Context: an optimization exercise on an open-source flow, tuned for small area, a short achievable clock period and few clock cycles per item. The choices shown serve that exercise and are no tape-out recipe.
RTL that was checked went through simulation tests only; none was proved equivalent to the original.
Power figures rest on the tool's default switching activity, not on a simulated workload.

## int_float_compare_bitmask_packer
module int_float_compare_bitmask_packer (
   input  logic        clock,
   input  logic        reset,
   input  logic        req_valid,
   output logic        req_ready,
   input  logic [63:0] req_int_elem,
   input  logic [63:0] req_float_bits,
   input  logic        req_last_item,
   output logic        rsp_valid,
   input  logic        rsp_ready,
   output logic [63:0] rsp_mask_word,
   output logic [6:0]  rsp_valid_bits,
   output logic        rsp_final_word,
   input  logic        csr_valid,
   output logic        csr_ready,
   input  logic [1:0]  csr_index,
   input  logic [63:0] csr_data
);
   ifcb_pkg::cfg_type cfg_ff, cfg_in;
   ifcb_pkg::sa_type  sa_d, sa_ff;
   ifcb_pkg::sb_type  sb_d, sb_ff;
   logic              va_ff, va_in;
   logic              vb_ff;
   logic              la_ff;
   logic              lb_ff;
   logic              rdy_ff, rdy_in;
   logic              hit;
   logic [1:0]        queued_ff;
   logic [1:0]        owed;
   logic              absorb;
  ...
==> module ifcb_pack, before the edit <==
module ifcb_pack #(
   parameter int QD = 3           
) (
   input  logic        clock,
   input  logic        reset,
   input  logic        in_valid,    
   input  logic        in_hit,
   input  logic        in_last,
   output logic [1:0]  queued,      
   output logic        absorb,      
   output logic        out_valid,
   input  logic        out_ready,
   output logic [63:0] out_word,
   output logic [6:0]  out_count,
   output logic        out_final
);
   logic [QD-1:0] qh_ff, qh_in;
   logic [QD-1:0] ql_ff, ql_in;
   logic [1:0]    qc_ff, qc_in;
   logic [63:0]   word_ff, word_in;
   logic [63:0]   dec;
   logic          clr;
   logic          seth;
   logic [6:0]    cnt_ff, cnt_in;
   logic          ov_ff, ov_in;
   logic          fresh_ff, fresh_in;    
   logic          fin_ff, fin_in;
   logic          qe;
   logic          src_valid;
   logic          src_hit;
   logic          src_last;
   logic          can;
   logic          start;
   logic          close;
   int            n;
   always_comb begin
      qe        = (qc_ff == 2'd0);
      src_valid = !qe || in_valid;
      src_hit   = qe ? in_hit : qh_ff[0];
      src_last  = qe ? in_last : ql_ff[0];
      can       = !ov_ff || out_ready;
      absorb    = src_valid && can;
      start     = ov_ff || fresh_ff;
      close     = src_last || (!start && cnt_ff == 7'd63);
      n = int'(qc_ff) + int'(in_valid) - int'(absorb);
      qc_in = 2'(n);
      qh_in = qh_ff;
      ql_in = ql_ff;
      for (int j = 0; j < QD; j++) begin
         if (absorb) begin
            if (j + 1 < int'(qc_ff)) begin
               qh_in[j] = qh_ff[j+1];
               ql_in[j] = ql_ff[j+1];
            end else if (j + 1 == int'(qc_ff)) begin
               qh_in[j] = in_hit;
               ql_in[j] = in_last;
            end
         end else if (j == int'(qc_ff)) begin
            qh_in[j] = in_hit;
            ql_in[j] = in_last;
         end
      end
      dec  = 64'd1 << cnt_ff[5:0];
      clr  = absorb && start;
      seth = absorb && src_hit;
      for (int b = 0; b < 64; b++) begin
         if (b == 0)
            word_in[b] = clr ? src_hit : (word_ff[b] || (seth && dec[b]));
         else
            word_in[b] = !clr && (word_ff[b] || (seth && dec[b]));
      end
      cnt_in   = absorb ? (start ? 7'd1 : cnt_ff + 7'd1) : cnt_ff;
      fin_in   = absorb ? src_last : fin_ff;
      ov_in    = absorb ? close : (ov_ff && !out_ready);
      fresh_in = absorb ? 1'b0 : (fresh_ff || (ov_ff && out_ready));
   end
   always_ff @(posedge clock) begin
      if (reset) begin
         qc_ff    <= 2'd0;
         ov_ff    <= 1'b0;
         fresh_ff <= 1'b1;
      end else begin
         qc_ff    <= qc_in;
         ov_ff    <= ov_in;
         fresh_ff <= fresh_in;
      end
      qh_ff   <= qh_in;
      ql_ff   <= ql_in;
      cnt_ff  <= cnt_in;
      fin_ff  <= fin_in;
      word_ff <= word_in;
   end
   assign queued    = qc_ff;
   assign out_valid = ov_ff;
   assign out_word  = word_ff;
   assign out_count = cnt_ff;
   assign out_final = fin_ff;
endmodule
clock: 13.0 ns
lec_check: 0
cap_margin: 20
core_margin: 2
core_utilization: 55
cts_cluster_diameter: 100
cts_cluster_size: 30
slew_margin: 20
standard.sh (not shown) runs the stock make flow with config.mk's settings and CLKGATE_MAP_FILE= SYNTH_SCRIPT=/design/flow/synth_recipe.tcl, a recipe that flattens the netlist after the stock synthesis.
==> flow/flow/run.sh <==
#!/bin/bash
set -euo pipefail
bash standard.sh SETUP_SLACK_MARGIN=9.1 ADDER_MAP_FILE= \
   "BUFFER_PORTS_ARGS=-buffer_cell sky130_fd_sc_hd__buf_1" finish > standard.log 2>&1
The baseline went through all stages and came out clean.
Then changed:
--- a/flow/design.v
+++ b/flow/design.v
@@ -285,20 +285,20 @@
    output logic [6:0]  out_count,
    output logic        out_final
 );
    logic [QD-1:0] qh_ff, qh_in;
    logic [QD-1:0] ql_ff, ql_in;
    logic [1:0]    qc_ff, qc_in;
-   logic [63:0]   word_ff, word_in;
+   logic [63:0]   word_ff;
    logic [63:0]   dec;
-   logic          clr;
-   logic          seth;
+   logic [63:0]   wen;
+   logic [63:0]   wd;
    logic [6:0]    cnt_ff, cnt_in;
    logic          ov_ff, ov_in;
    logic          fresh_ff, fresh_in;    
-   logic          fin_ff, fin_in;
+   logic          fin_ff;
    logic          qe;
    logic          src_valid;
    logic          src_hit;
    logic          src_last;
    logic          can;
    logic          start;
@@ -328,23 +328,18 @@
             end
          end else if (j == int'(qc_ff)) begin
             qh_in[j] = in_hit;
             ql_in[j] = in_last;
          end
       end
-      dec  = 64'd1 << cnt_ff[5:0];
-      clr  = absorb && start;
-      seth = absorb && src_hit;
+      dec = 64'd1 << cnt_ff[5:0];
       for (int b = 0; b < 64; b++) begin
-         if (b == 0)
-            word_in[b] = clr ? src_hit : (word_ff[b] || (seth && dec[b]));
-         else
-            word_in[b] = !clr && (word_ff[b] || (seth && dec[b]));
+         wen[b] = absorb && (start || dec[b]);
+         wd[b]  = (b == 0) ? src_hit : (src_hit && !start);
       end
-      cnt_in   = absorb ? (start ? 7'd1 : cnt_ff + 7'd1) : cnt_ff;
-      fin_in   = absorb ? src_last : fin_ff;
+      cnt_in   = start ? 7'd1 : cnt_ff + 7'd1;
       ov_in    = absorb ? close : (ov_ff && !out_ready);
       fresh_in = absorb ? 1'b0 : (fresh_ff || (ov_ff && out_ready));
    end
    always_ff @(posedge clock) begin
       if (reset) begin
          qc_ff    <= 2'd0;
@@ -352,17 +347,20 @@
          fresh_ff <= 1'b1;
       end else begin
          qc_ff    <= qc_in;
          ov_ff    <= ov_in;
          fresh_ff <= fresh_in;
       end
-      qh_ff   <= qh_in;
-      ql_ff   <= ql_in;
-      cnt_ff  <= cnt_in;
-      fin_ff  <= fin_in;
-      word_ff <= word_in;
+      qh_ff <= qh_in;
+      ql_ff <= ql_in;
+      if (absorb) begin
+         cnt_ff <= cnt_in;
+         fin_ff <= src_last;
+      end
+      for (int b = 0; b < 64; b++)
+         if (wen[b]) word_ff[b] <= wd[b];
    end
    assign queued    = qc_ff;
    assign out_valid = ov_ff;
    assign out_word  = word_ff;
    assign out_count = cnt_ff;
    assign out_final = fin_ff;
Effect: Core utilization went down by 1.8 points; setup slack improved by 99 ps; register-to-register slack improved by 120 ps; fmax went up by a few percent; critical path depth went down by 12; worst hold slack is about the same; cell count went down by a few percent; cell area went down slightly; clock skew barely changes; power went up by a few percent; sequential cell count does not change; synthesized cell count went down by a few percent; wire length went down by a few percent; sequential share of layout area went up by 3.8 points.
Testbench counts after the change, summed over its fixed seeds: cycles 16,396, items 16,012.
For the first run of this note, only the layout was checked, not whether the RTL still works.

## afterwards: timing with drivers on the ports
In the flow no input, the clock included, has a driving cell. The finished layouts below were timed again as built, in two steps. Step 1, drivers: a clkbuf_16 drives clock and a buf_2 each remaining input, both assumed. Step 2 also shifts input and output timing later by t, the mid clock arrival at the registers, as if the neighbouring blocks saw the same clock. Slacks: no drivers / after step 1 / after step 2; pairs: no drivers / after step 1.
run | shift t [ns] | slack for setup (ns) | hold WS [ns] | slew at the worst register clock pin (ns) | worst data-port slew with drivers (ns)
the first run | 0.553 | 9.091 / 9.091 / 8.699 | 0.332 / 0.332 / 0.332 | 0.12 / 0.12 | 0.06
the second run | 0.552 | 9.190 / 9.139 / 8.687 | 0.333 / 0.333 / 0.333 | 0.12 / 0.12 | 0.06
After both steps setup and hold are still met in every run listed. For the second run, which loses most, drivers alone change the setup slack by -0.051 ns; drivers and shift together by -0.503 ns.
